Context: an optimization exercise on an open-source flow, tuned for a short achievable clock period. The choices shown serve that exercise and are no tape-out recipe.
The RTL was checked by simulation tests, not by an equivalence proof against the original design.
Power figures rest on the tool's default switching activity, not on a simulated workload.

// stack_cpu
module stack_cpu
(
  input  logic        clk,
  input  logic        rst_n,
  output logic [15:0] imem_addr,
  input  logic [15:0] insn,
  output logic [15:0] dmem_addr,
  output logic [15:0] dmem_wdata,
  output logic        dmem_we,
  output logic        dmem_re,
  output logic        dmem_byte,
  input  logic [15:0] dmem_rdata
);
  logic [15:0] ip, fp, isr;
  logic [15:0] top0, top1;           
  logic [15:0] dmem_stk [16];        
  logic [4:0]  depth;                
  logic [15:0] cmem [16];            
  logic [4:0]  cptr;                 
  logic [15:0] ctop;                 
  logic [15:0] ip2;
  logic [3:0] op;
  logic [1:0] asel;
  logic is_lit, is_j, is_jc, is_b, is_w, is_6, is_alu, is_sys;
  assign op     = insn[15:12];
  assign asel   = insn[11:10];
  assign is_lit = insn[15];
  assign is_j   = op == 4'b0000;
  assign is_jc  = op == 4'b0001;
  assign is_b   = insn[15:13] == 3'b001 || op == 4'b0101;   
  assign is_w   = op == 4'b0100;                             
  assign is_6   = op == 4'b0110;                             
  assign is_alu = op == 4'b0111 && !insn[11];
  assign is_sys = op == 4'b0111 && insn[11];
  logic [15:0] tn_sum, tn_dif, tn_and, tn_or, tn_xor, tn_shl, tn_shr, t_addz, t_addnz;
  logic        t_zero, tn_eq, tn_lt;
  logic [5:0]  t_hp;
  alu_pre u_alu_pre (.t(top0), .n(top1), .tn_sum(tn_sum), .tn_dif(tn_dif), .tn_and(tn_and),
                     .tn_or(tn_or), .tn_xor(tn_xor), .tn_shl(tn_shl), .tn_shr(tn_shr),
                     .tn_eq(tn_eq), .tn_lt(tn_lt), .t_addz(t_addz), .t_addnz(t_addnz),
                     .t_zero(t_zero), .t_hp(t_hp));
  logic [9:0] xb, xw;
  logic       sgn;
  assign xb  = insn[9:0];               
  assign xw  = {insn[9], insn[9:1]};    
  assign sgn = insn[9];
  logic [5:0] fp_hm, fp_hp, ip_hm, ip_hp, c_hm, c_hp;
  logic [4:0] br_hm, br_hp;
  hi_pre u_hi_pre (.fp(fp), .ip(ip), .c(ctop), .fp_hm(fp_hm), .fp_hp(fp_hp), .ip_hm(ip_hm),
                   .ip_hp(ip_hp), .c_hm(c_hm), .c_hp(c_hp), .br_hm(br_hm), .br_hp(br_hp),
                   .ip2(ip2));
  logic [8:0][9:0] lo;
  ...
For scale: about 3600 cells after synthesis, ~40000 sq um of cells after synthesis.
Settings: LEC_CHECK=0, ABC_CLOCK_PERIOD_IN_PS=500, CAP_MARGIN=20, CORE_MARGIN=2, CORE_UTILIZATION=40, PLACE_DENSITY=0.6, SLEW_MARGIN=20, SYNTH_HIERARCHICAL=1, SYNTH_MINIMUM_KEEP_SIZE=0, TNS_END_PERCENT=10; clock period 12.5 ns.
standard.sh (not shown) runs the stock make flow with config.mk's settings and CLKGATE_MAP_FILE= SYNTH_SCRIPT=/design/flow/synth_recipe.tcl, a recipe that flattens the netlist after the stock synthesis.
==> flow/flow/run.sh <==
#!/bin/bash
set -euo pipefail
export SETUP_SLACK_MARGIN=7.5
export BUFFER_PORTS_ARGS="-buffer_cell sky130_fd_sc_hd__buf_6"
bash standard.sh > standard.log 2>&1
The starting point produced a clean layout.
Change:
==> flow/flow/run.sh (replaced) <==
#!/bin/bash
set -euo pipefail
export SETUP_SLACK_MARGIN=6.2
export BUFFER_PORTS_ARGS="-buffer_cell sky130_fd_sc_hd__buf_6"
bash standard.sh > standard.log 2>&1
- ABC_CLOCK_PERIOD_IN_PS: 500 -> 2000
After rerunning: Final cell count shrinks slightly. Area after synthesis does not change. Cell area shrinks by a few percent. Fmax shrinks slightly. Clock-buffer cell count grows by 14.

---

Setup of v6:
stack_cpu again, from the RTL that the note above started with.
export LEC_CHECK = 0
export ABC_CLOCK_PERIOD_IN_PS = 2000
export CAP_MARGIN = 20
export CORE_MARGIN = 2
export CORE_UTILIZATION = 40
export PLACE_DENSITY = 0.45
export SLEW_MARGIN = 20
export SYNTH_HIERARCHICAL = 1
export SYNTH_MINIMUM_KEEP_SIZE = 0
export TNS_END_PERCENT = 10
create_clock -name core_clock -period 12.5 [get_ports {clk}]
==> flow/flow/run.sh <==
#!/bin/bash
set -euo pipefail
export SETUP_SLACK_MARGIN=7.5
export BUFFER_PORTS_ARGS="-buffer_cell sky130_fd_sc_hd__buf_6"
bash standard.sh > standard.log 2>&1
Setup changes, v6 to v7
Settings: PLACE_DENSITY changed from 0.45 to 0.7; CORE_UTILIZATION changed from 40 to 55.
- In summary, v7 completed successfully, with a layout that passed the timing, design-rule and antenna checks.
- Between v6 and v7, the flow reports number of vias after detailed routing increasing slightly.
- v6 → v7: maximum number of pins on one net before global-route repair moved up, fmax moved up, critical path depth moved down.
- Final worst-path cycle share: v7 < v6
- Max-slew violation count across v7 and v6: no real change.
- Measured against each other, v7 and v6 differ in core utilization, the higher figure coming from v7.
- When v7 is set beside v6, its number of antenna violations at the first check in global routing turns out to be 1 smaller.
- Global-route wire length before repair was higher in v6 than in v7.

---

stack_cpu again, from the RTL that the note above started with.
Design stack_cpu, start of the top module:
module stack_cpu
(
  input  logic        clk,
  input  logic        rst_n,
  output logic [15:0] imem_addr,
  input  logic [15:0] insn,
  output logic [15:0] dmem_addr,
  output logic [15:0] dmem_wdata,
  output logic        dmem_we,
  output logic        dmem_re,
  output logic        dmem_byte,
  input  logic [15:0] dmem_rdata
);
  logic [15:0] ip, fp, isr;
  logic [15:0] top0, top1;           
  logic [15:0] dmem_stk [16];        
  logic [4:0]  depth;                
  logic [15:0] cmem [16];            
  logic [4:0]  cptr;                 
  logic [15:0] ctop;                 
  logic [15:0] ip2;
  logic [3:0] op;
  logic [1:0] asel;
  logic is_lit, is_j, is_jc, is_b, is_w, is_6, is_alu, is_sys;
  assign op     = insn[15:12];
  assign asel   = insn[11:10];
  assign is_lit = insn[15];
  assign is_j   = op == 4'b0000;
  assign is_jc  = op == 4'b0001;
  assign is_b   = insn[15:13] == 3'b001 || op == 4'b0101;   
  assign is_w   = op == 4'b0100;                             
  assign is_6   = op == 4'b0110;                             
  assign is_alu = op == 4'b0111 && !insn[11];
  assign is_sys = op == 4'b0111 && insn[11];
  logic [15:0] tn_sum, tn_dif, tn_and, tn_or, tn_xor, tn_shl, tn_shr, t_addz, t_addnz;
  logic        t_zero, tn_eq, tn_lt;
  logic [5:0]  t_hp;
  alu_pre u_alu_pre (.t(top0), .n(top1), .tn_sum(tn_sum), .tn_dif(tn_dif), .tn_and(tn_and),
                     .tn_or(tn_or), .tn_xor(tn_xor), .tn_shl(tn_shl), .tn_shr(tn_shr),
                     .tn_eq(tn_eq), .tn_lt(tn_lt), .t_addz(t_addz), .t_addnz(t_addnz),
                     .t_zero(t_zero), .t_hp(t_hp));
  logic [9:0] xb, xw;
  logic       sgn;
  ...
export LEC_CHECK = 0
export ABC_CLOCK_PERIOD_IN_PS = 2000
export CAP_MARGIN = 20
export CORE_MARGIN = 2
export CORE_UTILIZATION = 40
export PLACE_DENSITY = 0.6
export SLEW_MARGIN = 20
export SYNTH_HIERARCHICAL = 1
export SYNTH_MINIMUM_KEEP_SIZE = 0
export TNS_END_PERCENT = 10
create_clock -name core_clock -period 12.5 [get_ports {clk}]
==> flow/flow/run.sh <==
#!/bin/bash
set -euo pipefail
export SETUP_SLACK_MARGIN=7.5
export BUFFER_PORTS_ARGS="-buffer_cell sky130_fd_sc_hd__buf_6"
bash standard.sh MATCH_CELL_FOOTPRINT=0 finish > standard.log 2>&1
==> next run, changes <==
==> flow/flow/run.sh (replaced) <==
#!/bin/bash
set -euo pipefail
export SETUP_SLACK_MARGIN=7.5
export BUFFER_PORTS_ARGS="-buffer_cell sky130_fd_sc_hd__buf_6"
bash standard.sh > standard.log 2>&1
The changed run ran to the end with no violations.
Clock-buffer cell count drops by 10.
Worst hold slack is better by 0.0079 ns.
Die area stays the same.
Setup slack is better by 0.034 ns.
Combinational power climbs by about 4%.
Maximum frequency came out higher by 0.49%.
Area after synthesis does not change.
Utilization went up by 0.66 points.
Clock skew goes up by 0.022 ns.
Cell count rises by 0.46%.

==> afterwards: timing with drivers on the ports <==
The flow's constraints put no driver on any port. The routed layouts listed below were extracted and timed again, unchanged, in two steps.
Step 1, drivers: a clkbuf_16 drives clk and a buf_2 each remaining input, both assumed.
Step 2 adds t to the input delays and takes it off the output delays; t is the mean of the earliest and latest rising clock arrival at the registers after step 1. Input paths then give back, and output paths get back, about the clock's delay inside the block.
a / b / c = no drivers / after step 1 / after step 2; a / b = the first two.
run	t, ns	slack for setup (ns)	hold slack, ns	worst setup path at the end
the first run of note 1	0.708	5.545 / 5.296 / 5.296	0.498 / 0.498 / 0.498	input to output
the second run of note 1	0.685	5.511 / 5.263 / 5.263	0.488 / 0.488 / 0.488	input to output
v6	0.677	5.366 / 5.063 / 5.063	0.497 / 0.497 / 0.497	input to output
v7	0.654	5.456 / 5.112 / 5.112	0.486 / 0.486 / 0.486	input to output
the first run of note 3	0.702	5.511 / 5.287 / 5.287	0.491 / 0.491 / 0.491	input to output
the second run of note 3	0.708	5.545 / 5.296 / 5.296	0.498 / 0.498 / 0.498	input to output
After both steps setup and hold are still met in every run listed. For v7, which loses most, drivers alone change the setup slack by -0.344 ns; drivers and shift together by -0.344 ns.
